Background: an optimization exercise with open tools, aiming at small area, a short achievable clock period and few clock cycles. Do not read the settings as production practice. Function was checked by simulation only, so behaviour that the tests miss may differ from the original.

## flow/design.v (module list and top-level ports; edited modules follow where they fit)
// module serial_config_rx: 35 lines
// module mandel_engine: 138 lines
// module mandel_tree_x: 209 lines
// module mandel_tree_y: 192 lines
// module mandel_tree_e: 167 lines
// module mandel_render_top: 36 lines
module mandel_render_top #(
    parameter int IMG_W = 8,
    parameter int IMG_H = 6
) (
    input  logic                                 clk,
    input  logic                                 reset,
    input  logic                                 cfg_sen,
    input  logic                                 cfg_sclk,
    input  logic                                 cfg_sdata,
    output logic                                 pixel_valid,
    output logic [mandel_fixed_pkg::PIX_WIDTH-1:0] pixel_count,
    output logic                                 frame_done,
    output logic                                 busy
);
  // ...
==> flow/flow/run.sh <==
#!/bin/bash
set -euo pipefail
R="$PWD/orfs/results/$FLOW_PLATFORM/mandel_render_top/base"
bash standard.sh "$R/1_2_yosys.v" > synth_make.log 2>&1
cp "$R/1_2_yosys.v" yosys_netlist_before_polarity.v
python3 flow/polarity.py "$R/1_2_yosys.v" > polarity.log 2>&1
bash standard.sh finish SETUP_SLACK_MARGIN=6.0 > layout_make.log 2>&1
==> flow/flow/polarity.py <==
#!/usr/bin/env python3
"""Remove inverters around full adders in a flat Yosys netlist.

A full adder is self-dual: FA(~a, ~b, ~c) = (~sum, ~cout). Yosys's extract_fa
leaves many inverters between chained sky130 full adders. This pass collapses
every inverter chain into a polarity on its source net, chooses for each full
adder whether it computes the true or the complemented function (greedy local
search on the area of the inverters needed), may swap a gate for its
complemented twin (and2 <-> nand2, ...) when that saves an inverter, and then
puts back at most one inverter per source net that still needs its complement.

Only combinational inverters and full adders change; registers, ports and all
other cells keep their names and connections.

usage: polarity.py NETLIST.v [OUT.v]   (in place without OUT.v)
"""
import re
import sys
from collections import defaultdict

INV_RE = re.compile(r'^sky130_fd_sc_hd__(inv|clkinv)_\d+$')
FA_RE = re.compile(r'^sky130_fd_sc_hd__fa_\d+$')
OUT_PINS = {'X', 'Y', 'Q', 'Q_N', 'SUM', 'COUT', 'HI', 'LO'}
INV_AREA = 3.7536

# Gates with a complemented twin on the same input pins: (true, complement, area, area)
TWINS = [('and2_1', 'nand2_1', 6.256, 3.7536), ('or2_1', 'nor2_1', 6.256, 3.7536),
         ('xor2_1', 'xnor2_1', 8.7584, 8.7584), ('a21o_1', 'a21oi_1', 7.5072, 5.0048),
         ('o21a_1', 'o21ai_1', 7.5072, 5.0048), ('o21a_1', 'o21ai_0', 7.5072, 5.0048),
         ('and3_1', 'nand3_1', 6.256, 5.0048), ('or3_1', 'nor3_1', 6.256, 5.0048),
         ('a22o_1', 'a22oi_1', 8.7584, 7.5072), ('mux2_1', 'mux2i_1', 11.2608, 10.0096),
         ('o22a_1', 'o22ai_1', 8.7584, 6.256), ('a211o_1', 'a211oi_1', 8.7584, 7.5072),
         ('o211a_1', 'o211ai_1', 10.0096, 7.5072), ('and4_1', 'nand4_1', 8.7584, 6.256),
         ('or4_1', 'nor4_1', 7.5072, 6.256), ('and2b_1', 'nand2b_1', 7.5072, 6.256),
         ('or2b_1', 'nor2b_1', 7.5072, 6.256), ('a31o_1', 'a31oi_1', 8.7584, 6.256),
         ('o31a_1', 'o31ai_1', 8.7584, 7.5072), ('a21bo_1', 'a21boi_0', 10.0096, 7.5072),
         ('o21ba_1', 'o21bai_1', 10.0096, 7.5072), ('and3b_1', 'nand3b_1', 8.7584, 7.5072),
         ('or3b_1', 'nor3b_1', 8.7584, 7.5072), ('a32o_1', 'a32oi_1', 10.0096, 8.7584)]
TWIN = {}
for t, c, at, ac in TWINS:
    TWIN.setdefault('sky130_fd_sc_hd__' + t, ('sky130_fd_sc_hd__' + c, 'Y', ac - at))
    TWIN.setdefault('sky130_fd_sc_hd__' + c, ('sky130_fd_sc_hd__' + t, 'X', at - ac))

CELL_RE = re.compile(r'^([ \t]*)(sky130_fd_sc_hd__\w+)\s+(\\\S+\s|[\w$]+)\s*\((.*?)\);\s*$',
                     re.S | re.M)
PIN_RE = re.compile(r'\.(\w+)\(([^()]*)\)')


def norm(net):
    return net.strip()


def main():
    src = sys.argv[1]
    dst = sys.argv[2] if len(sys.argv) > 2 else src
    text = open(src).read()

    cells = []   # dict(type, name, pins: list of (pin, net), span)
    for m in CELL_RE.finditer(text):
        pins = [(p, norm(n)) for p, n in PIN_RE.findall(m.group(4))]
        cells.append(dict(indent=m.group(1), type=m.group(2), name=m.group(3),
                          pins=pins, span=m.span()))

    header = text[:cells[0]['span'][0]] if cells else text
    ports = set()
    for m in re.finditer(r'^\s*(input|output|inout)\s+(\[[^\]]*\]\s*)?([^;]+);', header, re.M):
        for n in m.group(3).split(','):
            ports.add(n.strip())
    if re.search(r'^\s*assign\b', text, re.M):
        assigned = set(re.findall(r'\\\S+\s|[\w$]+', ' '.join(
            re.findall(r'^\s*assign\s+(.*?);', text, re.M))))
    else:
        assigned = set()

    def base(net):
        return re.sub(r'\[\d+\]$', '', net.strip())

    def fixed(net):
        b = base(net)
        return (b in ports or net in assigned or b in assigned or "'" in net
                or net.startswith('{'))

    driver = {}
    for i, c in enumerate(cells):
        for p, n in c['pins']:
            if p in OUT_PINS:
                driver[n] = (i, p)

    # Inverters that can be collapsed
    inv_of = {}   # output net -> input net
    collapsed = set()
    for i, c in enumerate(cells):
        if INV_RE.match(c['type']):
            pins = dict(c['pins'])
            a, y = pins.get('A'), pins.get('Y')
            if a is None or y is None or fixed(y) or a == 'clk':
                continue
            inv_of[y] = a
            collapsed.add(i)

    def root(net):
        q = 0
        seen = set()
        while net in inv_of and net not in seen:
            seen.add(net)
            net = inv_of[net]
            q ^= 1
        return net, q

    fa_idx = [i for i, c in enumerate(cells) if FA_RE.match(c['type'])
              or (c['type'] in TWIN and i not in collapsed
                  and not any(fixed(n) for p, n in c['pins'] if p in OUT_PINS))]
    fa_pos = {i: k for k, i in enumerate(fa_idx)}
    flip = [0] * len(fa_idx)

    # ph(root) = flip of the full adder driving it, else 0
    def ph(r):
        d = driver.get(r)
        if d is not None and d[0] in fa_pos:
            return flip[fa_pos[d[0]]]
        return 0

    # loads: list of (cell index, pin, root, q)
    loads = []
    loads_of_root = defaultdict(list)
    for i, c in enumerate(cells):
        if i in collapsed:
            continue
        for p, n in c['pins']:
            if p in OUT_PINS:
                continue
            r, q = root(n)
            loads.append((i, p, r, q))
            loads_of_root[r].append(len(loads) - 1)
    # ports and assigned nets driven through collapsed inverters cannot occur
    # (their inverters are kept), so every kept net has its loads listed.

    is_fa = [bool(FA_RE.match(cells[i]['type'])) for i in fa_idx]

    def need(li):
        i, p, r, q = loads[li]
        f = flip[fa_pos[i]] if i in fa_pos and is_fa[fa_pos[i]] else 0
        return q ^ f ^ ph(r)

    def swap_area(k):
        return 0.0 if is_fa[k] else (TWIN[cells[fa_idx[k]]['type']][2] if flip[k] else 0.0)

    def cost_root(r):
        return 1 if any(need(li) for li in loads_of_root[r]) else 0

    def cost_local(k, rs):
        return INV_AREA * sum(cost_root(r) for r in rs) + swap_area(k)

    def fa_roots(k):
        i = fa_idx[k]
        rs = set()
        for p, n in cells[i]['pins']:
            if p in OUT_PINS:
                rs.add(n)
            elif is_fa[k]:
                rs.add(root(n)[0])
        return rs

    before = sum(cost_root(r) for r in loads_of_root)
    improved = True
    passes = 0
    while improved and passes < 50:
        improved = False
        passes += 1
        for k in range(len(fa_idx)):
            rs = fa_roots(k)
            c0 = cost_local(k, rs)
            flip[k] ^= 1
            c1 = cost_local(k, rs)
            if c1 < c0 - 1e-9:
                improved = True
            else:
                flip[k] ^= 1
    after = sum(cost_root(r) for r in loads_of_root)

    # New inverters: one per root that needs a complement
    inv_net = {}
    new_cells = []
    for r in sorted(loads_of_root):
        if cost_root(r):
            nm = 'pol_' + re.sub(r'[^A-Za-z0-9_]', '_', r.strip('\\ ')) + '_n'
            while nm in inv_net.values():
                nm += '_'
            inv_net[r] = nm
            new_cells.append((r, nm))

    def conn(li):
        i, p, r, q = loads[li]
        return inv_net[r] if need(li) else r

    def fmt_net(n):
        return n + ' ' if n.startswith('\\') and not n.endswith(' ') else n

    # Rebuild cell texts
    load_at = {}
    for li, (i, p, r, q) in enumerate(loads):
        load_at[(i, p)] = li
    out = []
    pos = 0
    for i, c in enumerate(cells):
        s, e = c['span']
        out.append(text[pos:s])
        pos = e
        if i in collapsed:
            continue
        lines = []
        typ = c['type']
        swapped = i in fa_pos and not is_fa[fa_pos[i]] and flip[fa_pos[i]]
        if swapped:
            typ = TWIN[c['type']][0]
        for p, n in c['pins']:
            if p in OUT_PINS:
                nn = n
                if swapped:
                    p = TWIN[c['type']][1]
            else:
                nn = conn(load_at[(i, p)])
            lines.append('%s    .%s(%s)' % (c['indent'], p, fmt_net(nn)))
        out.append('%s%s %s (\n%s\n%s);\n' % (c['indent'], typ, c['name'].rstrip(),
                                            ',\n'.join(lines), c['indent']))
    tail = text[pos:]
    add = []
    for k, (r, nm) in enumerate(new_cells):
        add.append('  sky130_fd_sc_hd__inv_1 pol_inv_%d (\n    .A(%s),\n    .Y(%s)\n  );\n'
                   % (k, fmt_net(r), nm))
    endm = tail.rfind('endmodule')
    tail = tail[:endm] + ''.join(add) + tail[endm:]
    body = ''.join(out) + tail
    # declare the new nets after the module header's declarations
    decl = ''.join('  wire %s;\n' % nm for r, nm in new_cells)
    first = CELL_RE.search(body)
    body = body[:first.start()] + decl + body[first.start():]
    open(dst, 'w').write(body)
    nfa = sum(is_fa)
    print('polarity: %d full adders (%d flipped), %d twin gates (%d swapped), inverters %d -> %d'
          % (nfa, sum(f for f, a in zip(flip, is_fa) if a), len(fa_idx) - nfa,
             sum(f for f, a in zip(flip, is_fa) if not a), len(collapsed), after))


if __name__ == '__main__':
    main()
==> flow/standard.sh <==
#!/bin/bash
# synth_recipe.tcl (not shown) runs the flow's synth.tcl, then flattens the netlist and writes it again
# the make line also repeats each setting of config.mk as NAME=value (left out here)
make -C /OpenROAD-flow-scripts/flow DESIGN_CONFIG=/design/flow/config.mk WORK_HOME=/design/flow/orfs CLKGATE_MAP_FILE= SYNTH_SCRIPT=/design/flow/synth_recipe.tcl "${@:-finish}"
==> flow/config.mk <==
export PLATFORM = sky130hd
export DESIGN_NAME = mandel_render_top
export DESIGN_NICKNAME = mandel_render_top
export VERILOG_FILES = /design/flow/design.v
export SDC_FILE = /design/flow/constraint.sdc
export NUM_CORES = 4
export LEC_CHECK = 0
export CAP_MARGIN = 20
export CORE_MARGIN = 2
export CORE_UTILIZATION = 65
export PLACE_DENSITY = 0.75
export SLEW_MARGIN = 20
==> flow/constraint.sdc <==
create_clock -name core_clock -period 9.0 [get_ports {clk}]
set_input_delay 1.8000 -clock core_clock [delete_from_list [all_inputs] [get_ports {clk}]]
set_output_delay 1.8000 -clock core_clock [all_outputs]
set_load 0.01 [all_outputs]
==> metrics list, run 1 <==
- Run status: complete, no violations
- Total of cells resized after clock tree synthesis: 60
- Estimated wirelength of the detail-placed design: 20,800 um
- Critical path launch point: u_engine.xr2[1][2]$_DFF_P_
- Number of clock-tree buffers in the layout: 29
- Buffers outside the clock tree occupy 2.95% of the routed design's cell area.
- Worst path depth: 9
* Number of well taps: 275
- Leading cell types in the layout, fill and taps excluded: fa_1 (222), dfxtp_1 (163), inv_1 (107), nand2_1 (102), ha_1 (91)
- Clock buffer and inverter area fraction after layout: 5.04%
* Via count of the first global-routing pass: 9,351
* Standard-cell rows: 53
- During placement, the flow inserted port buffers numbering 11.
* Max-capacitance violation count: 0
- 798 cells are multi-input combinational gates.
- Multi-input gate share of total cell area: 57.3%
- The biggest slice of the area belongs to multi-input gates.
- The number of antenna violations at the first check in global routing is 0.
- The die covers 22,700 um2.
- The detail route stage leaves a number of antenna-violating nets equal to 0.
- Final setup margin: 5.98 ns
- The layout has 110 inverters outside the clock class.
- Max Freq: 331 MHz
- The die is 151 um wide.
- Longest Clk Path Bufs: 3
Testbench counts, summed over its fixed seeds: cycles 220,512.
==> run 2: changes to the inputs <==
--- a/flow/config.mk
+++ b/flow/config.mk
@@ -8,5 +8,5 @@
 export CAP_MARGIN = 20
 export CORE_MARGIN = 2
-export CORE_UTILIZATION = 65
-export PLACE_DENSITY = 0.75
+export CORE_UTILIZATION = 40
+export CTS_BUF_LIST = sky130_fd_sc_hd__clkbuf_4 sky130_fd_sc_hd__clkbuf_8
 export SLEW_MARGIN = 20
==> run 2 against run 1 <==
- largest cell class unchanged
- final cell count grew 15%
- flip-flop and latch count is the same
- utilization shrank 27 points
- register-to-register slack gained 0.07 ns
- still clean
- highest routed layer unchanged
- setup slack gained 0.071 ns
- sequential share of layout area shrank 1.0 points
- synthesized cell count is the same
==> metrics list, run 2 <==
* Worst path depth: 10 (+1)
- Min-Delay Path Class: reg -> reg
- Number of antenna violations at the first check in global routing: 1 (+1)
- Cells fill 47.0% of the core in the end.
- Most common cell after layout, fill and taps aside: fa_1
- The number of nets handed over by synthesis was 1,489.
* Crit path max fanout: 2
* Height of the die: 191 um
- Hold Path Stages: 0
- On the final layout, the worst clock skew is 0.0411 ns.
- Overall routed net length: 31,200 um
- Clock Latency Late Sink: 0.56 ns
- Final setup violation count: 0
* CTS H-Tree Depth: 2
* Number of iterations in the first detailed-routing pass: 5
- Mean instance size in the synthesized netlist: 12.0 um2
* Estimated wirelength of the detail-placed design: 22,000 um (+6.2%)
- In this design, the critical path's most frequently occurring cell is fa_1.
- TritonCTS Sinks: 213
- In the routed design, unresolved DRC markers number 0.
- The number of buffers between clock root and the deepest sink came to 3 (unchanged).
- Final standard cell area without fillers: 16,200 um2
* Final-stage net count: 1,554
- Share of layout cells above drive strength 1: 17.1%
* Std-Cell Core Area: 34,500 um2
* Critical Path RT: 9.47 ns
* Global-route total usage across every layer: 18.3%
- Among all stages on the critical path, the largest delay is contributed by fa_1.
- WP buf/inv: 1
* Via count of the first global-routing pass: 9,392 (+0.44%)
- The worst path needs 2.95 ns of the cycle, external delays included.
- For this run, the number of Yosys warnings is 11.
* Number of buffers added on ports: 11 (unchanged)
- Compared with the post-synthesis result, the final layout area differs by 16.0%.
- Post-placement cell area: 14,500 um2
- Max-capacitance violation count: 0 (unchanged)
- Run status: complete, no violations
- The final count of pins violating max slew is 0.
* Die Footprint: 36,400 um2 (+61%)
- Largest register FFs: 43
- On the critical path the largest part of the delay comes from adder cells.
- Max_slew headroom: 47.8%
- For this block, the via count after detailed routing is 8,512.
- In the layout the commonest cells are fa_1 (218), dfxtp_1 (164), inv_1 (105), nand2_1 (102), ha_1 (89).
- Share of the clock period used by the worst path after layout: 32.8%
- Crit-path max cell delay: 0.56 ns
- Die X-Extent: 191 um (+27%)
- The peak clock frequency supported by timing is 339 MHz (+2.4%).
- Pin placement for this block handled 12 I/O pins.
* Mean routed wirelength per cell: 18.2 um
- Effective utilization at floorplan: 40.5%
* Remaining global-route overflow: 0
- Startpoint class of the critical path: flip-flop
- The largest registers in the layout are u_engine.xr2 (43), u_engine.er2 (34), u_rx.shreg (33).
* Least-Margin Pin Slew: 0.781 ns
- Setup repair after global routing could not meet its margin everywhere.
- Maximum number of pins on one net before global-route repair: 33
* Antenna-violating nets left: 0 (unchanged)
- The number of hold violations in the final report came to 0.
- Buffer type at the clock tree root: clkbuf_8
- Clock-pin slew was measured on the worst setup and hold paths at 0.06 ns.
- The first global-routing pass estimated 50,900 um of wire.
- In this run the register-to-register setup slack is 6.05 ns.
* Register containing the most flip-flops in the final layout: u_engine.xr2
- Final sum of negative setup slack: 0 ns
- Worst path cell trace: fa_1, fa_1, inv_2, fa_2, nand2b_4, a21oi_4, o211ai_1, a21oi_1, or3_1, a211oi_2
* Number of violations reported at the end of detailed-routing iteration 0: 468
* Clock tree from TritonCTS: built
- The critical path in this run is classified as reg -> reg.
* Number of buffers created by CTS: 40
- The worst register-to-register path has a depth of 10.
* Netlist Area Pre-Place: 14,000 um2
- Number of vias per cell: 4.96
- The worst setup path is captured at a flip-flop.
- Arrival @ worst endpoint: 3.43 ns
- After technology mapping, the gate count stands at 1,164.
- Standard-cell rows: 68 (+28%)
- The congestion estimate from routability-driven global placement came to 0.789.
-- run 2: cell type report --
| cell class | instances | area [um2] |
|---|---|---|
| repair buffers | 66 | 633 |
| fillers | 3136 | 18300 |
| multi-input cells | 798 | 8990 |
| flip-flops and latches | 213 | 4650 |
| well taps | 455 | 569 |
| diodes | 1 | 2.50 |
| clock inverters | 7 | 100 |
| clock buffers | 66 | 821 |
| inverters | 110 | 424 |
-- run 2: final timing paths --
check	to	startpoint
worst max-delay path	u_engine.zr1[10]$_SDFF_PP0_	u_engine.xr2[2][1]$_DFF_P_
worst min-delay path	u_engine.k2[3]$_DFF_P_	u_engine.k1[3]$_SDFF_PP0_
worst max register to register	u_engine.zr1[10]$_SDFF_PP0_	u_engine.xr2[2][1]$_DFF_P_
worst min register to register	u_engine.k2[3]$_DFF_P_	u_engine.k1[3]$_SDFF_PP0_
-- run 2: through the flow --
stage / hold WS [ns] / instances / worst slack, ns
final: 0.325 / 1716 / 6.05
after floorplan: 0.310 / 1164 / 5.95
after global routing: 0.319 / 1715 / 5.93
after detailed placement: 0.312 / 1595 / 5.34
after CTS: 0.328 / 1679 / 5.87
after global placement: 0.310 / 1594 / 5.41
-- run 2: repair_timing --
action                                  in CTS  in global routing
resized for setup                           58                 44
hold buffers                                 0                  0
endpoints found under the hold margin        0                  0
pin swaps                                    8                 25
buffers inserted                            10                 36
gates cloned                                 1                  0
endpoints found under the setup margin     102                 65
-- run 2: metal layers --
metal	wire, um	global-route usage, %	part of all wire (%)
met1	13100	24.0	42
met2	15600	30.9	50
met3	1880	3.37	6.0
met4	697	5.10	2.2
met5	0	0	0
==> run 3: changes to the inputs <==
--- a/flow/config.mk
+++ b/flow/config.mk
@@ -9,4 +9,3 @@
 export CORE_MARGIN = 2
 export CORE_UTILIZATION = 40
-export CTS_BUF_LIST = sky130_fd_sc_hd__clkbuf_4 sky130_fd_sc_hd__clkbuf_8
 export SLEW_MARGIN = 20
==> run 3 against run 2 <==
- worst hold slack got worse by 0.0035 ns
- clock skew decreased by 0.015 ns
- setup slack got worse by 0.0040 ns
- critical path type unchanged
- via count decreased by 1.0%
- synthesized cell count unchanged
- global-route usage about the same
- clock-buffer cell count decreased by 30
- critical path depth decreased by 1
- final cell count decreased by 1.9%
- non-clock buffer count decreased by 2
==> metrics list, run 3 <==
* Run status: complete, no violations
- Syn-to-layout area delta: 14.5%
- The later-pin clock latency in the skew report was 0.55 ns (about the same).
- Least-Margin Pin Slew: 0.808 ns (+0.0273 ns)
- The root buffer cell chosen for the clock tree is clkbuf_16.
- Critical Path Slowest Stage Cell: fa_1
* Synthesized instance count: 1,164 (unchanged)
- Netlist Area Pre-Place: 14,000 um2 (unchanged)
* Global-route total usage across every layer: 18.2% (-0.049 points)
- Number of antenna violations at the first check in global routing: 1 (unchanged)
* Final-stage net count: 1,536 (-1.2%)
- TritonCTS built the clock tree.
- Number of vias per cell: 5.00 (+0.85%)
- Setup repair after global routing could not meet its margin everywhere.
- Remaining global-route overflow: 0 (unchanged)
- Via count: 8,424 (-1.0%)
- The count of unresolved DRC violations after routing was 0 (unchanged).
* Crit-path max cell delay: 0.51 ns (-0.05 ns)
- The proportion of layout cells with a drive suffix above 1 is 14.2% (-3.0 points).
- Worst path cell trace: and2_4, fa_1, fa_1, inv_1, fa_1, ha_1, a21o_1, a21o_1, a21o_1
- The core region area was 34,500 um2 (unchanged).
* Number of nets in the synthesized netlist: 1,489 (unchanged)
- The maximum number of pins on one net before global-route repair came to 33 (unchanged).
- The number of filler cells placed in the layout is 3,132 (-0.13%).
- Largest regs: u_engine.xr2 (43), u_engine.er2 (34), u_rx.shreg (33)
- Final hold slack: 0.322 ns (-0.00352 ns)
- The first-pass iteration count of the detailed router is 5 (unchanged).
* Tmin final: 2.96 ns (+0.00403 ns)
* Min-Delay Path Class: reg -> reg
- The maximum fanout along the worst path came to 9 (+7).
- Final setup violation count: 0 (unchanged)
* Longest Clk Path Bufs: 3 (unchanged)
* Number of violations reported at the end of detailed-routing iteration 0: 425 (-9.2%)
- The total CTS buffers is 24 (-40%).
* Critical path capture point type: flip-flop
- Antenna-violating nets left: 0 (unchanged)
- Share of the clock period used by the worst path after layout: 32.8% (+0.045 points)
* TritonCTS Sinks: 213 (unchanged)
- Standard-cell rows: 68 (unchanged)
* Max-capacitance violation count: 0 (unchanged)
* Largest register FFs: 43 (unchanged)
- Final sum of negative setup slack: 0 ns (unchanged)
- Kind of critical path: reg -> reg
* Most common cell after layout, fill and taps aside: fa_1
* Number of buffers added on ports: 11 (unchanged)
* Via count of the first global-routing pass: 9,222 (-1.8%)
- Last weighted congestion value of the routability-driven placer: 0.789 (unchanged)
- The number of hold violations in the final report came to 0 (unchanged).
* Largest clock skew in the final design: 0.0261 ns (-0.0151 ns)
* Die X-Extent: 191 um (unchanged)
* Global-route wire length before repair: 50,900 um (about the same)
- The signal arrival time at the worst endpoint came to 3.39 ns (-0.04 ns).
- # IOs: 12 (unchanged)
- Max_slew headroom: 46.0% (-1.8 points)
- Synthesis Warnings: 11 (unchanged)
- The peak clock frequency supported by timing was 338 MHz (-0.14%).
- Clock-pin slew reported for the worst setup and hold paths after clock tree synthesis: 0.07 ns (about the same)
* WP buf/inv: 1 (unchanged)
- In the layout the commonest cells are fa_1 (219), dfxtp_1 (164), inv_1 (105), nand2_1 (101), ha_1 (90).
- The worst setup path is launched from a flip-flop.
- The initial standard-cell utilization of the core came to 40.5% (unchanged).
* Family with the most delay on the worst path: adder cells
- Max-slew violation count: 0 (unchanged)
- Final setup margin: 6.04 ns (-0.00403 ns)
- The die height came to 191 um (unchanged).
* Worst setup slack before clock tree synthesis: 5.34 ns (unchanged)
* CTS H-Tree Depth: 1 (-1)
- The average cell area after synthesis was 12.0 um2 (unchanged).
* Estimated wirelength of the detail-placed design: 22,000 um (unchanged)
- u_engine.xr2 holds more flip-flops than any other register.
- Overall routed net length: 31,000 um (-0.83%)
- The die area was 36,400 um2 (unchanged).
- Mean routed wirelength per cell: 18.4 um (+1.1%)
- The required time of the critical path was 9.44 ns (-0.03 ns).
==> run 3: timing repair <==
| item | CTS | global route |
|---|---|---|
| hold buffers | 0 | 0 |
| resized for setup | 60 | 41 |
| setup endpoints to repair | 102 | 66 |
| pin swaps | 9 | 25 |
| buffers inserted | 12 | 32 |
| cloned | 1 | 0 |
==> run 3: cell type report <==
class	count	area, um2	share of cell area (%)
clock inverter	7	82.6	0.517
sequential	213	4650	29.1
clock buffer	36	686	4.29
timing repair buffer	64	611	3.82
inverter	110	424	2.65
multi-input combinational	798	8950	56.0
tap	455	569	3.56
antenna	1	2.50	0.0157
==> run 3: final timing paths <==
| check | from | end | slack, ns | cells after the start |
|---|---|---|---|---|
| max | u_engine.zi1[4]$_SDFF_PP0_ | u_engine.xcin2$_DFF_P_ | 6.04 | 9 |
| min | u_engine.k1[6]$_SDFF_PP0_ | u_engine.k2[6]$_DFF_P_ | 0.32 | 0 |
| max reg2reg | u_engine.zi1[4]$_SDFF_PP0_ | u_engine.xcin2$_DFF_P_ | 6.04 | 9 |
| min reg2reg | u_engine.k1[6]$_SDFF_PP0_ | u_engine.k2[6]$_DFF_P_ | 0.32 | 0 |
==> run 3: worst reg2reg max path, stage by stage (launching register included) <==
cell	delay, ns
dfxtp_4	0.38
and2_4	0.18
fa_1	0.51
fa_1	0.51
inv_1	0.05
fa_1	0.45
ha_1	0.28
a21o_1	0.16
a21o_1	0.18
a21o_1	0.17
==> run 3: layer usage <==
metal  wire, um  track usage, %  vias up
met5          0               0        -
met1      13100            24.4     4346
met4        603            3.91        0
met2      15500            31.3      209
li1           -               -     3830
met3       1790            2.91       39
==> run 3: metrics by stage <==
step           util, %  cell area (um2)  cells
2_1_floorplan        -            14000   1164
3_3_place_gp      42.1            14500   1594
3_5_place_dp      42.2            14500   1595
4_1_cts           45.3            15600   1651
5_1_grt           46.4            16000   1683
6_report          46.4            16000   1684
==> run 4: changes to the inputs <==
--- a/flow/config.mk
+++ b/flow/config.mk
@@ -6,4 +6,5 @@
 export NUM_CORES = 4
 export LEC_CHECK = 0
+export ABC_AREA = 1
 export CAP_MARGIN = 20
 export CORE_MARGIN = 2
==> run 4 against run 3 <==
- setup slack better by 0.016 ns
- still clean
- first-iteration DRC count up 1.4%
- worst hold slack better by 0.0035 ns
- fmax up 0.55%
==> metrics list, run 4 <==
- Run status: complete, no violations
* Share of the clock period used by the worst path after layout: 32.7% (-0.18 points)
- Remaining global-route overflow: 0 (unchanged)
* Number of buffers created by CTS: 25 (+4.2%)
- Mean instance size in the synthesized netlist: 10.5 um2 (-13%)
- CTS H-Tree Depth: 1 (unchanged)
- Util after Layout: 46.5% (+0.084 points)
- The core region area was 34,700 um2 (+0.74%).
* Post-placement cell area: 14,700 um2 (+1.2%)
- Number of vias per cell: 4.81 (-3.9%)
- The first-pass GRT wire length is 50,200 um (-1.4%).
* Area taken by flip-flops and latches: 4650 um2 (about the same)
- Worst path cell trace: dlygate4sd2_1
- Max_slew headroom: 54.4% (+8.4 points)
* Worst setup slack before clock tree synthesis: 5.42 ns (+0.0783 ns)
- The max-capacitance violation count was 0 (unchanged).
- The clock sink count was 213 (unchanged).
- In the layout the commonest cells are nand2_1 (237), fa_1 (222), dfxtp_1 (165), inv_1 (163), and2_1 (105).
- Syn-to-layout area delta: 14.0%
- The die area was 36,900 um2 (+1.3%).
* Family with the most delay on the worst path: flip-flops
* Register containing the most flip-flops in the final layout: u_engine.xr2
* Synthesis Warnings: 11 (unchanged)
- The instance count along the most critical hold path is 0 (unchanged).
* Hold Fails Final Rpt: 0 (unchanged)
* Min-Delay Path Class: reg -> reg
* Largest clock skew in the final design: 0.0105 ns (-0.0156 ns)
- Standard-cell rows: 68 (unchanged)
- Worst Min Path Start: u_engine.k1[0]$_SDFF_PP0_
* Clock-pin slew reported for the worst setup and hold paths after clock tree synthesis: 0.06 ns (about the same)
- Fill cell total of the finished layout: 3,269 (+4.4%)
- Netlist Area Pre-Place: 14,100 um2 (+1.4%)
- Startpoint class of the critical path: flip-flop
* Most common cell after layout, fill and taps aside: nand2_1
- Critical Path Slowest Stage Cell: dfxtp_1
- In this run the critical register-to-register path is launched from u_engine.zr1[8]$_SDFF_PP0_.
- Number of nets in the synthesized netlist: 1,675 (+12%)
- The hold buffer count at CTS came to 0 (unchanged).
* Number of iterations in the first detailed-routing pass: 6 (+1)
* Kind of critical path: reg -> out
* Worst r2r path cells: 6 (-3)
- Least-Margin Pin Slew: 0.685 ns (-0.124 ns)
- Largest register FFs: 43 (unchanged)
- Total area of multi-input combinational cells: 8910 um2 (-0.53%)
* Longest Clk Path Bufs: 3 (unchanged)
- Final setup violation count: 0 (unchanged)
- The proportion of layout cells with a drive suffix above 1 came to 8.84% (-5.3 points).
- The width of the die was 192 um (+0.67%).
- Final setup margin: 6.06 ns (+0.0161 ns)
* Final-stage net count: 1,698 (+11%)
* Max-slew violation count: 0 (unchanged)
* Crit path max fanout: 1 (-8)
* Antenna-violating nets left: 0 (unchanged)
- The total I/O pin count is 12 (unchanged).
- STA classifies the critical path endpoint as an output pin.
- Critical Path RT: 7.20 ns (-2.24 ns)
- The endpoint identified for the worst register-to-register timing path is u_engine.xr2[3][2]$_DFF_P_.
- TritonCTS built the clock tree.
- In the final layout, the registers with the most flip-flops are u_engine.xr2 (43), u_engine.er2 (34), u_rx.shreg (33).
- The HPWL after detailed placement is 22,300 um (+0.99%).
- Number of buffers added on ports: 11 (unchanged)
- Global-route total usage across every layer: 17.6% (-0.68 points)
- The buffering stage count on the worst path with inverters included came to 1 (unchanged).
- The DRC marker count from the first detailed-route iteration was 431 (+1.4%).
- The tree is rooted in a clkbuf_16.
* Via count of the first global-routing pass: 9,632 (+4.4%)
* Crit-path max cell delay: 0.33 ns (-0.18 ns)
- The initial standard-cell utilization of the core came to 40.8% (+0.25 points).
- The count of unresolved DRC violations after routing is 0 (unchanged).
- Via count: 8,882 (+5.4%)
- Clock Latency Late Sink: 0.54 ns (about the same)
- The number of diodes added for antenna fixing was 0 (-1).
* Height of the die: 192 um (+0.67%)
* Mean routed wirelength per cell: 16.9 um (-8.1%)
* Arrival @ worst endpoint: 1.14 ns (-2.25 ns)
* Tmin final: 2.94 ns (-0.0161 ns)
- WHS Endpoint: u_engine.k2[0]$_DFF_P_
- The peak clock frequency supported by timing is 340 MHz (+0.55%).
- The gate count of the mapped netlist is 1,350 (+16%).
* Maximum number of pins on one net before global-route repair: 26 (-21%)
* Overall routed net length: 31,300 um (+0.84%)
- The post-route standard cell area excluding fillers is 16,100 um2 (+0.92%).
- The number of antenna violations at the first check in global routing is 0 (-1).
- Setup repair after global routing could not meet its margin everywhere.
- Last weighted congestion value of the routability-driven placer: 0.863 (+9.4%)
- Worst reg2reg setup slack: 6.09 ns (+0.05 ns)
- The setup TNS is 0 ns (unchanged).
-- run 4: changes by cell type in the layout (fill, tap and decap cells not counted), sizes merged, moves of 10 or more --
| cell | delta |
|---|---|
| a211oi | -10 |
| a21o | -18 |
| a21oi | +18 |
| and2 | +24 |
| buf | -24 |
| inv | +57 |
| nand2 | +137 |
| nand2b | -14 |
| nand3 | +17 |
| nor2 | +37 |
| nor3 | -15 |
| o21ai | +10 |
| or3 | -12 |
| xnor2 | -14 |
-- run 4: metal layers --
metal  up-vias  wire (um)  part of all wire (%)  GRT usage [%]
met5         -          0                     0              0
met4         0        957                   3.1           4.40
met3        56       1410                   4.5           2.87
met2       181      15200                    49           30.5
met1      4417      13600                    44           22.9
li1       4228          -                     -              -
-- run 4: area by class of cell --
cell class                      count  share of cell area [%]
Inverter                          163                    3.79
Sequential cell                   213                    28.8
Clock buffer                       40                    4.93
Timing Repair Buffer               45                    3.27
Tap cell                          455                    3.53
Clock inverter                      6                   0.434
Multi-Input combinational cell    925                    55.2
-- run 4: per-stage QoR --
step                      instances  hold WS [ns]
after floorplan                1350         0.310
after global placement         1778         0.310
after detailed placement       1778         0.313
after CTS                      1825         0.328
after global routing           1847         0.332
final                          1847         0.325
-- run 4: repair_timing --
item / 4_1_cts / 5_1_grt
setup buffers: 1 / 18
pin swaps: 0 / 13
gates resized for setup: 32 / 59
setup endpoints to repair: 86 / 46
gates cloned: 0 / 4
-- run 4: how the worst max path moves through the flow --
stage	cells past startpoint	to	start
floorplan	12	u_engine.xcin2$_DFF_P_	u_engine.zi1[0]$_SDFF_PP0_
global placement	10	u_engine.xcin2$_DFF_P_	u_engine.zi1[4]$_SDFF_PP0_
detailed placement	10	u_engine.xcin2$_DFF_P_	u_engine.zi1[4]$_SDFF_PP0_
CTS	10	u_engine.xcin2$_DFF_P_	u_engine.zi1[4]$_SDFF_PP0_
global route	11	u_engine.zr1[8]$_SDFF_PP0_	u_engine.xr2[2][3]$_DFF_P_
finish	1	pixel_count[3]	u_engine.pixel_count[3]$_DFF_P_
==> run 5: changes to the inputs <==
--- a/flow/config.mk
+++ b/flow/config.mk
@@ -10,3 +10,5 @@
 export CORE_MARGIN = 2
 export CORE_UTILIZATION = 40
+export CTS_CLUSTER_DIAMETER = 200
+export CTS_CLUSTER_SIZE = 30
 export SLEW_MARGIN = 20
==> run 5 against run 4 <==
- via count shrank 2.3%
- final area fell by 3.9%
- clock skew up 0.027 ns
- clock-buffer cell count decreased by 24
- critical endpoint is now u_engine.xcin2$_DFF_P_
- still clean
- critical path type is now reg -> reg
- final cell count down 1.8%
==> metrics list, run 5 <==
* Crit-path max cell delay: 0.47 ns (+0.14 ns)
- Buffer type at the clock tree root: clkbuf_16
- The weighted congestion reported at the end of routability-driven placement came to 0.863 (unchanged).
- The HPWL after detailed placement was 22,300 um (unchanged).
- Util after Layout: 44.7% (-1.8 points)
* Most frequent cell on the critical path: fa_1
- The core region area was 34,700 um2 (unchanged).
* Worst path cell trace: buf_8, and2_1, fa_1, fa_1, inv_1, fa_1, ha_1, a21oi_1, nor2_1, o21ai_0, nand2_1
- CTS H-Tree Depth: 1 (unchanged)
- The number of hold violations in the final report came to 0 (unchanged).
- The register with the most flip-flops in the final layout is u_engine.xr2.
- Largest regs: u_engine.xr2 (43), u_engine.er2 (34), u_rx.shreg (33)
- Critical path capture point type: flip-flop
* Startpoint class of the critical path: flip-flop
* Clock-pin slew reported for the worst setup and hold paths after clock tree synthesis: 0.12 ns (+0.06 ns)
* Min-Delay Path Class: reg -> reg
- The final critical-path share of the clock period came to 32.8% (+0.098 points).
* Via count of the first global-routing pass: 9,472 (-1.7%)
- The number of nets still failing antenna checks after routing came to 0 (unchanged).
- The initial standard-cell utilization of the core came to 40.8% (unchanged).
* Tmin final: 2.95 ns (+0.00884 ns)
- TritonCTS Sinks: 213 (unchanged)
- Final-stage net count: 1,680 (-1.1%)
- The net count of the mapped netlist came to 1,675 (unchanged).
- Global-route total usage across every layer: 17.2% (-0.34 points)
- Max-slew violation count: 0 (unchanged)
* Number of violations reported at the end of detailed-routing iteration 0: 367 (-15%)
- Post-CTS Hold Fix Bufs: 0 (unchanged)
* Final standard cell area without fillers: 15,500 um2 (-3.9%)
- The flip-flop count of the largest register after layout came to 43 (unchanged).
* Number of iterations in the first detailed-routing pass: 5 (-1)
- The peak clock frequency supported by timing was 339 MHz (-0.30%).
- Final sum of negative setup slack: 0 ns (unchanged)
* Number of buffers added on ports: 11 (unchanged)
- The signal arrival time at the worst endpoint was 3.34 ns (+2.20 ns).
- Mean routed wirelength per cell: 16.6 um (-1.7%)
- TritonCTS built the clock tree.
* Crit path max fanout: 21 (+20)
- Max_slew headroom: 55.1% (+0.74 points)
- Largest clock skew in the final design: 0.0372 ns (+0.0267 ns)
- Via count: 8,680 (-2.3%)
- The average cell area after synthesis came to 10.5 um2 (unchanged).
* Maximum number of pins on one net before global-route repair: 32 (+23%)
- Run status: complete, no violations
- Remaining global-route overflow: 0 (unchanged)
* Number of DRC violations after detailed routing: 0 (unchanged)
- Share of layout cells above drive strength 1: 6.11% (-2.7 points)
- The gate count of the mapped netlist came to 1,350 (unchanged).
- The die area was 36,900 um2 (unchanged).
- The later-pin clock latency in the skew report is 0.49 ns (-0.05 ns).
- Family with the most delay on the worst path: adder cells
* Number of buffers created by CTS: 11 (-56%)
- The worst slack on hold paths was 0.336 ns (+0.0105 ns).
* Critical Path Slowest Stage Cell: fa_1
* Critical Path RT: 9.39 ns (+2.19 ns)
- Setup repair after global routing could not meet its margin everywhere.
- Number of antenna violations at the first check in global routing: 0 (unchanged)
- Die X-Extent: 192 um (unchanged)
* Synthesis Warnings: 11 (unchanged)
- The worst setup path is of the reg -> reg kind.
- The buffering stage count on the worst path with inverters included is 2 (+1).
- The total I/O pin count is 12 (unchanged).
- Final setup violation count: 0 (unchanged)
- The die height is 192 um (unchanged).
* Overall routed net length: 30,200 um (-3.5%)
- The post-detailed-route via-to-cell ratio came to 4.79 (-0.50%).
- Leaving out fill and tap cells, the most frequent cell in the layout is nand2_1.
- Syn-to-layout area delta: 9.56%
- Max-capacitance violation count: 0 (unchanged)
- The placed instance area was 14,700 um2 (unchanged).
- The combined area of all synthesized cells came to 14,100 um2 (unchanged).
- The number of buffers between clock root and the deepest sink is 3 (unchanged).
- Global-route wire length before repair: 49,300 um (-1.8%)
* Leading cell types in the layout, fill and taps excluded: nand2_1 (238), fa_1 (222), dfxtp_1 (166), inv_1 (163), and2_1 (107)
* Standard-cell rows: 68 (unchanged)
- The slew of the pin with the lowest slew margin was 0.673 ns (-0.0112 ns).
* Number of diodes added for antenna fixing: 0 (unchanged)
==> run 5: worst register-to-register path, delay by kind of cell, from the launching register on <==
kind	cells	cell delay, ns
DFF	1	0.38
and+or+nand+nor	3	0.32
buffers and inverters	2	0.31
adders and majority gates	4	1.58
AOI/OAI and AO/OA	2	0.27
==> run 5: worst paths after layout <==
kind	start	end	slack, ns	depth (start not counted)
worst max-delay path	u_engine.zi1[2]$_SDFF_PP0_	u_engine.xcin2$_DFF_P_	6.05	11
worst min-delay path	u_engine.k1[1]$_SDFF_PP0_	u_engine.k2[1]$_DFF_P_	0.34	0
worst max register to register	u_engine.zi1[2]$_SDFF_PP0_	u_engine.xcin2$_DFF_P_	6.05	11
worst min register to register	u_engine.k1[1]$_SDFF_PP0_	u_engine.k2[1]$_DFF_P_	0.34	0
==> run 5: cell type report <==
| class | count | area [um2] |
|---|---|---|
| well taps | 455 | 569 |
| clock inverters | 1 | 30.0 |
| flip-flops and latches | 213 | 4640 |
| multi-input cells | 925 | 8860 |
| repair buffers | 41 | 488 |
| clock buffers | 16 | 294 |
| fillers | 3324 | 19200 |
| inverters | 163 | 612 |
==> run 5: stage by stage <==
stage / worst slack, ns / cells
finish: 6.05 / 1814
global route: 5.90 / 1814
CTS: 5.93 / 1795
detailed placement: 5.42 / 1778
global placement: 5.51 / 1778
floorplan: 5.90 / 1350
==> run 5: repair_timing <==
item	CTS	global route
buffers inserted	0	16
pin swaps	0	8
cloned	0	3
setup endpoints to repair	85	40
resized for setup	33	43
==> run 5: layer usage <==
layer	global-route usage [%]	part of all wire, %	up-vias	wire length, um
li1	-	-	4167	-
met1	22.9	45	4358	13500
met2	30.0	50	117	15000
met3	2.12	3.1	38	931
met4	4.05	2.4	0	710
met5	0	0	-	0
==> run 6: changes to the inputs <==
--- a/flow/flow/run.sh
+++ b/flow/flow/run.sh
@@ -5,3 +5,3 @@
 cp "$R/1_2_yosys.v" yosys_netlist_before_polarity.v
 python3 flow/polarity.py "$R/1_2_yosys.v" > polarity.log 2>&1
-bash standard.sh finish SETUP_SLACK_MARGIN=6.0 > layout_make.log 2>&1
+bash standard.sh finish SETUP_SLACK_MARGIN=6.3 "BUFFER_PORTS_ARGS=-buffer_cell sky130_fd_sc_hd__buf_4" > layout_make.log 2>&1
--- a/flow/config.mk
+++ b/flow/config.mk
@@ -6,9 +6,6 @@
 export NUM_CORES = 4
 export LEC_CHECK = 0
-export ABC_AREA = 1
 export CAP_MARGIN = 20
 export CORE_MARGIN = 2
 export CORE_UTILIZATION = 40
-export CTS_CLUSTER_DIAMETER = 200
-export CTS_CLUSTER_SIZE = 30
 export SLEW_MARGIN = 20
==> run 6 against run 5 <==
- clock skew down 0.025 ns
- first-iteration DRC count up 9.0%
- sequential share of layout area down 3.0 points
- routed wire length up 13%
- global-route usage up 2.4 points
- flip-flop and latch count unchanged
- utilization up 5.7 points
- setup slack worse by 0.0066 ns
- die area down 1.3%
==> metrics list, run 6 <==
- The flow ran to the end and the layout has no timing, DRC or antenna violations.
- Syn-to-layout area delta: 24.2%
* Startpoint class of the critical path: flip-flop
- Crit-path max cell delay: 0.47 ns (about the same)
- Leading cell types in the layout, fill and taps excluded: fa_1 (156), dfxtp_1 (151), inv_1 (98), nand2_1 (96), ha_1 (87)
* Arrival @ worst endpoint: 3.37 ns (+0.03 ns)
- Die X-Extent: 191 um (-0.66%)
- STA classifies the critical path endpoint as a flip-flop.
- The first-pass iteration count of the detailed router was 5 (unchanged).
* Global-route wire length before repair: 54,400 um (+10%)
* Clock tree from TritonCTS: built
- Largest clock skew in the final design: 0.0127 ns (-0.0245 ns)
- The setup slack of the worst register-to-register path came to 6.05 ns (about the same).
- Reg-to-reg critical path endpoint: u_engine.k1[5]$_SDFF_PP0_
- The post-route standard cell area excluding fillers is 17,300 um2 (+12%).
* Unrepaired setup endpoints after global routing: true
- The slowest stage of the critical path is the fa_1 cell.
* Post-placement cell area: 14,600 um2 (-1.0%)
- Largest register FFs: 43 (unchanged)
- Longest Clk Path Bufs: 3 (unchanged)
- The vias after detailed routing came to 8,770 (+1.0%).
* Number of DRC violations after detailed routing: 0 (unchanged)
- The cell count after placement is 1,594 (-10%).
* Clock-pin slew reported for the worst setup and hold paths after clock tree synthesis: 0.06 ns (-0.06 ns)
* Overall routed net length: 34,200 um (+13%)
- Synthesis Warnings: 11 (unchanged)
- The number of nets still failing antenna checks after routing came to 0 (unchanged).
* Share of layout cells above drive strength 1: 29.6% (+24 points)
* Max-capacitance violation count: 0 (unchanged)
- Worst r2r path cells: 10 (-1)
- The required time of the critical path came to 9.42 ns (+0.03 ns).
- The slew of the pin with the lowest slew margin came to 1.03 ns (+0.352 ns).
- CTS placed an instance of clkbuf_16 at the clock tree root.
* Max_slew headroom: 31.6% (-23 points)
* Standard-cell rows: 68 (unchanged)
* Share of the clock period used by the worst path after layout: 32.8% (+0.073 points)
- Worst Min Path Start: u_engine.k1[0]$_SDFF_PP0_
- WP buf/inv: 2 (unchanged)
- The count of nets after finishing is 1,592 (-5.2%).
- The combined area of all synthesized cells was 14,000 um2 (-1.4%).
* Via count of the first global-routing pass: 9,767 (+3.1%)
* Effective utilization at floorplan: 40.5% (-0.25 points)
- Max Freq: 338 MHz (-0.22%)
- The overall routing resource usage came to 19.6% (+2.4 points).
* Number of nets in the synthesized netlist: 1,489 (-11%)
* Clock Latency Late Sink: 0.55 ns (+0.06 ns)
- Among cell families on the critical path, the largest total delay comes from compound AO/OA/AOI/OAI gates.
- The worst register-to-register path begins at u_engine.er2[2][4]$_DFF_P_.
- Fill cell total of the finished layout: 2,941 (-12%)
- The average cell area after synthesis was 12.0 um2 (+14%).
- The number of antenna violations at the first check in global routing was 0 (unchanged).
- Final sum of negative setup slack: 0 ns (unchanged)
- CTS H-Tree Depth: 1 (unchanged)
- The die height was 191 um (-0.66%).
* Tmin final: 2.95 ns (+0.00661 ns)
- # IOs: 12 (unchanged)
- Number of violations reported at the end of detailed-routing iteration 0: 400 (+9.0%)
* Largest regs: u_engine.xr2 (43), u_engine.er2 (34), u_rx.shreg (33)
- The number of hold violations in the final report is 0 (unchanged).
- The final count of pins violating max slew was 0 (unchanged).
- Number of buffers created by CTS: 25 (+14)
* Worst path cell trace: fa_1, ha_1, a21o_1, a211oi_4, a31oi_4, mux2_4, buf_6, a21oi_4, clkbuf_16, a211oi_2
- Crit path max fanout: 6 (-71%)
- Std-Cell Core Area: 34,500 um2 (-0.74%)
* Maximum number of pins on one net before global-route repair: 34 (+6.3%)
- Register containing the most flip-flops in the final layout: u_engine.xr2
- TritonCTS Sinks: 213 (unchanged)
* Final cell count without fillers: 1,741 (-4.0%)
* Remaining global-route overflow: 0 (unchanged)
- Number of buffers added on ports: 11 (unchanged)
- Number of diodes added for antenna fixing: 0 (unchanged)
- Synthesized instance count: 1,164 (-14%)
- The instance count along the most critical hold path is 0 (unchanged).
- The post-detailed-route via-to-cell ratio came to 5.04 (+5.3%).
* Mean routed wirelength per cell: 19.6 um (+18%)
- Final setup violation count: 0 (unchanged)
- The path class of the tightest hold or removal check is reg -> reg.
- The HPWL after detailed placement came to 21,800 um (-2.1%).
- Most common cell after layout, fill and taps aside: fa_1
- Kind of critical path: reg -> reg
* WHS Endpoint: u_engine.k2[0]$_DFF_P_
- The weighted congestion reported at the end of routability-driven placement was 0.790 (-8.4%).
* Die Footprint: 36,400 um2 (-1.3%)
## run 6: changes by cell type in the layout (fill, tap and decap cells not counted), moves of 27 or more
cell,delta
buf_6,+30
fa_1,-66
nor2_1,-44
and2_1,-32
nand2_1,-142
fa_2,+66
a21oi_1,-27
buf_4,+44
inv_1,-65
## run 6: metrics by stage
stage	hold WS (ns)	util [%]	worst slack, ns
6_report	0.326	50.3	6.05
4_1_cts	0.325	48.7	6.06
3_5_place_dp	0.312	42.3	5.40
3_3_place_gp	0.310	42.3	5.48
5_1_grt	0.334	50.3	5.94
2_1_floorplan	0.310	-	6.08
## run 6: timing repair
action / 4_1_cts / 5_1_grt
gates cloned: 5 / 2
endpoints found under the hold margin: 0 / 0
endpoints found under the setup margin: 121 / 91
hold buffers: 0 / 0
pin swaps: 81 / 72
gates resized for setup: 172 / 98
buffers inserted: 77 / 16
## run 6: metal layers
| metal | vias to the layer above | GRT usage (%) | wire length [um] |
|---|---|---|---|
| li1 | 3956 | - | - |
| met1 | 4543 | 25.7 | 14200 |
| met2 | 221 | 33.0 | 16900 |
| met3 | 50 | 3.63 | 2060 |
| met4 | 0 | 6.11 | 1040 |
| met5 | - | 0 | 0 |
## run 6: worst max-delay path by stage
stage | start | end | slack [ns] | cells after the start
after floorplan | u_engine.zi1[0]$_SDFF_PP0_ | u_engine.xcin2$_DFF_P_ | 6.08 | 10
after global placement | u_engine.zi1[4]$_SDFF_PP0_ | u_engine.xcin2$_DFF_P_ | 5.48 | 9
after detailed placement | u_engine.zi1[4]$_SDFF_PP0_ | u_engine.xcin2$_DFF_P_ | 5.40 | 9
after CTS | u_engine.zi1[0]$_SDFF_PP0_ | u_engine.xcin2$_DFF_P_ | 6.06 | 9
after global routing | u_engine.xr2[2][6]$_DFF_P_ | u_engine.zr1[10]$_SDFF_PP0_ | 5.94 | 8
final | u_engine.er2[2][4]$_DFF_P_ | u_engine.k1[5]$_SDFF_PP0_ | 6.05 | 10
## run 6: cell type report
class,instances,area (um2),share of cell area (%)
flip-flops and latches,213,4680,27.0
clock inverters,11,105,0.606
well taps,455,569,3.28
clock buffers,35,723,4.17
repair buffers,118,1380,7.94
multi-input cells,799,9450,54.5
inverters,110,435,2.51
==> run 7: changes to the inputs <==
==> flow/flow/run.sh (replaced) <==
#!/bin/bash
set -euo pipefail
R="$PWD/orfs/results/$FLOW_PLATFORM/mandel_render_top/base"
bash standard.sh "$R/1_2_yosys.v" > synth_make.log 2>&1
cp "$R/1_2_yosys.v" yosys_netlist_before_polarity.v
python3 flow/polarity.py "$R/1_2_yosys.v" > polarity.log 2>&1
bash standard.sh finish SETUP_SLACK_MARGIN=6.0 "BUFFER_PORTS_ARGS=-buffer_cell sky130_fd_sc_hd__buf_4" > layout_make.log 2>&1
==> run 7 against run 6 <==
- critical path depth is 2 lower
- via count is 4.5% lower
- fmax is 1.1% lower
- synthesized area stayed put
- highest routed layer unchanged
- flip-flop and latch count stayed put
- non-clock buffer count is 48 lower
- final area is 7.3% lower
- critical path type unchanged
- routed wire length is 8.9% lower
- still clean on timing, DRC and antenna
- synthesized cell count stayed put
- sequential share of layout area is 2.0 points higher
==> metrics list, run 7 <==
- The post-route standard cell area excluding fillers was 16,100 um2 (-7.3%).
- The maximum fanout along the worst path came to 3 (-3).
- The tree is rooted in a clkbuf_16.
- The hold buffer count at CTS is 0 (unchanged).
- The total of buffers placed on input and output ports is 11 (unchanged).
* Area taken by flip-flops and latches: 4650 um2 (-0.54%)
- CTS H-Tree Depth: 1 (unchanged)
* TritonCTS Sinks: 213 (unchanged)
- The HPWL after detailed placement is 22,100 um (+1.5%).
- The library cell used most frequently in the layout, excluding fill and tap cells, is fa_1.
- The number of endpoints failing setup at the final stage was 0 (unchanged).
- Register containing the most flip-flops in the final layout: u_engine.xr2
* Mean routed wirelength per cell: 18.4 um (-6.3%)
- The worst reg-to-reg path cell count came to 8 (-2).
- Maximum number of pins on one net before global-route repair: 33 (-2.9%)
- The count of nets after finishing was 1,543 (-3.1%).
* Final cell count without fillers: 1,692 (-2.8%)
- The number of global-route vias before repair was 9,299 (-4.8%).
* Final hold slack: 0.324 ns (-0.00186 ns)
- Number of antenna violations at the first check in global routing: 1 (+1)
* Number of iterations in the first detailed-routing pass: 5 (unchanged)
* Final sum of negative setup slack: 0 ns (unchanged)
* Remaining global-route overflow: 0 (unchanged)
- Effective utilization at floorplan: 40.5% (unchanged)
- The number of hold violations in the final report is 0 (unchanged).
- Synthesized instance count: 1,164 (unchanged)
* Global-route total usage across every layer: 18.2% (-1.5 points)
* Clock-pin slew reported for the worst setup and hold paths after clock tree synthesis: 0.06 ns (about the same)
- The worst hold path belongs to the class reg -> reg.
* Standard-cell rows: 68 (unchanged)
- The signal arrival time at the worst endpoint was 3.44 ns (+0.07 ns).
* Synthesis Warnings: 11 (unchanged)
* Startpoint class of the critical path: flip-flop
- The die area came to 36,400 um2 (unchanged).
- Share of layout cells above drive strength 1: 16.2% (-13 points)
- The minimum clock period after layout was 2.99 ns (+0.0340 ns).
- The peak per-stage delay on the critical path is 0.56 ns (+0.09 ns).
* Least-Margin Pin Slew: 0.708 ns (-0.318 ns)
* Worst Min Path Start: u_engine.k1[4]$_SDFF_PP0_
- Number of placed instances, taps included: 1,595 (+0.063%)
- Global-route wire length before repair: 50,900 um (-6.6%)
- Kind of critical path: reg -> reg
- Among the stages of the critical path, the cell type that occurs most often is fa_1.
- Antenna-violating nets left: 0 (unchanged)
* Die X-Extent: 191 um (unchanged)
- Max-slew violation count: 0 (unchanged)
- The tightest slew margin relative to the limit is 52.7% (+21 points).
- Mean instance size in the synthesized netlist: 12.0 um2 (unchanged)
* Critical Path RT: 9.45 ns (+0.03 ns)
- TritonCTS built the clock tree.
- Walking the worst path, the cells encountered are fa_1, fa_1, ha_2, or3_4, o211ai_1, a21oi_2, or3_1, a211oi_2.
- Via count: 8,375 (-4.5%)
- Max Freq: 335 MHz (-1.1%)
* Number of vias per cell: 4.95 (-1.7%)
- STA classifies the critical path endpoint as a flip-flop.
* Height of the die: 191 um (unchanged)
* Hold Path Stages: 0 (unchanged)
- The run finished with no timing, DRC or antenna violations.
- Largest clock skew in the final design: 0.0111 ns (-0.00158 ns)
- The number of filler cells placed in the layout was 3,138 (+6.7%).
- Total area of multi-input combinational cells: 8970 um2 (-5.1%)
- Syn-to-layout area delta: 15.1%
- Netlist Area Pre-Place: 14,000 um2 (unchanged)
* WP buf/inv: 0 (-2)
- In this run the critical register-to-register path is launched from u_engine.xr2[0][6]$_DFF_P_.
- Max-capacitance violation count: 0 (unchanged)
- The total I/O pin count was 12 (unchanged).
- The slowest stage of the critical path is the fa_1 cell.
- Number of nets in the synthesized netlist: 1,489 (unchanged)
- WHS Endpoint: u_engine.k2[4]$_DFF_P_
- The largest registers in the layout are u_engine.xr2 (43), u_engine.er2 (34), u_rx.shreg (33).
* Overall routed net length: 31,100 um (-8.9%)
* Share of the clock period used by the worst path after layout: 33.2% (+0.38 points)
* Std-Cell Core Area: 34,500 um2 (unchanged)
* Number of violations reported at the end of detailed-routing iteration 0: 378 (-5.5%)
- The total CTS buffers was 25 (unchanged).
- Number of DRC violations after detailed routing: 0 (unchanged)
- Setup repair after global routing could not meet its margin everywhere.
- On the critical path the largest part of the delay comes from adder cells.
- The setup slack of the worst register-to-register path came to 6.01 ns (-0.03 ns).
- The library cells used most frequently in the layout, excluding fill and tap cells, are fa_1 (218), dfxtp_1 (163), inv_1 (106), nand2_1 (102), ha_1 (89).
- The placed instance area was 14,500 um2 (-0.37%).
* Longest Clk Path Bufs: 3 (unchanged)
* Clock Latency Late Sink: 0.54 ns (about the same)
* Number of diodes added for antenna fixing: 0 (unchanged)
- Reg-to-reg critical path endpoint: u_engine.zr1[10]$_SDFF_PP0_
- Last weighted congestion value of the routability-driven placer: 0.799 (+1.1%)
* Largest register FFs: 43 (unchanged)
[run 7: cell types whose count changed in the layout (fill, tap and decap cells not counted), moves of 7 or more]
cell	previous run	this run
dfxtp_2	11	3
and2_4	10	2
nor2_4	9	2
and2_1	75	83
dfxtp_1	151	163
nor3_1	10	22
fa_1	156	218
nor3_2	8	1
fa_2	69	7
inv_1	98	106
buf_6	35	6
buf_12	17	4
[run 7: worst max-delay path by stage]
stage | cells after the start | start | endpoint | slack [ns]
after floorplan | 10 | u_engine.zr1[4]$_SDFF_PP0_ | u_engine.xcin2$_DFF_P_ | 5.95
after global placement | 10 | u_engine.zr1[3]$_SDFF_PP0_ | u_engine.xcin2$_DFF_P_ | 5.38
after detailed placement | 9 | u_engine.zi1[4]$_SDFF_PP0_ | u_engine.xcin2$_DFF_P_ | 5.35
after CTS | 10 | u_engine.zi1[3]$_SDFF_PP0_ | u_engine.xcin2$_DFF_P_ | 5.91
after global routing | 9 | u_engine.zi1[2]$_SDFF_PP0_ | u_engine.xcin2$_DFF_P_ | 5.92
final | 8 | u_engine.xr2[0][6]$_DFF_P_ | u_engine.zr1[10]$_SDFF_PP0_ | 6.01
[run 7: final cells by class]
cell class	count	share of cell area (%)
multi-input cells	798	55.8
flip-flops and latches	213	28.9
clock buffers	39	4.85
repair buffers	70	3.85
well taps	455	3.54
inverters	110	2.64
clock inverters	7	0.374
[run 7: timing repair]
item,CTS,global route
setup buffers,25,25
cloned,1,0
setup endpoints to repair,100,43
resized for setup,48,45
pin swaps,8,33
[run 7: routing by layer]
layer	GRT usage, %	wire length [um]	vias to the layer above
li1	-	-	3848
met1	24.0	13300	4296
met2	31.4	15600	183
met3	2.91	1490	48
met4	4.35	738	0
met5	0	0	-
[run 7: stage by stage]
step                      util, %  setup slack (ns)
after global placement       42.1              5.38
after global routing         46.6              5.92
after CTS                    45.6              5.91
after detailed placement     42.1              5.35
after floorplan                 -              5.95
final                        46.6              6.01
[run 7: worst reg2reg max path, stage by stage (launching register included)]
cell and delay (ns):
dfxtp_2 0.32, fa_1 0.56, fa_1 0.45, ha_2 0.20, or3_4 0.37, o211ai_1 0.33
a21oi_2 0.12, or3_1 0.33, a211oi_2 0.23

[afterwards: timing with drivers on the ports]
How much do the figures lean on ideal ports? The routed layouts below were timed once more, with nothing changed but the port constraints.
Step 1 assumes that a clkbuf_16 drives the clock port and a buf_2 every other input.
Step 2, shift: input delay + t, output delay - t, t = (earliest + latest rising clock arrival at the registers) / 2. This alone moves slack from input paths to output paths.
Slacks: ideal / step 1 / step 2; pairs: ideal / step 1.
run	t, ns	slack for setup (ns)	latest minus earliest clock arrival (ns)
run 1	0.577	5.978 / 5.978 / 5.978	0.016 / 0.017
run 2	0.582	6.048 / 6.014 / 6.048	0.041 / 0.041
run 3	0.578	6.044 / 6.030 / 6.044	0.026 / 0.026
run 4	0.587	6.061 / 6.011 / 6.089	0.011 / 0.010
run 5	0.516	6.052 / 6.052 / 6.052	0.039 / 0.039
run 6	0.589	6.045 / 6.045 / 6.045	0.013 / 0.013
run 7	0.579	6.011 / 6.011 / 6.011	0.011 / 0.011
After both steps setup and hold are still met in every run listed.
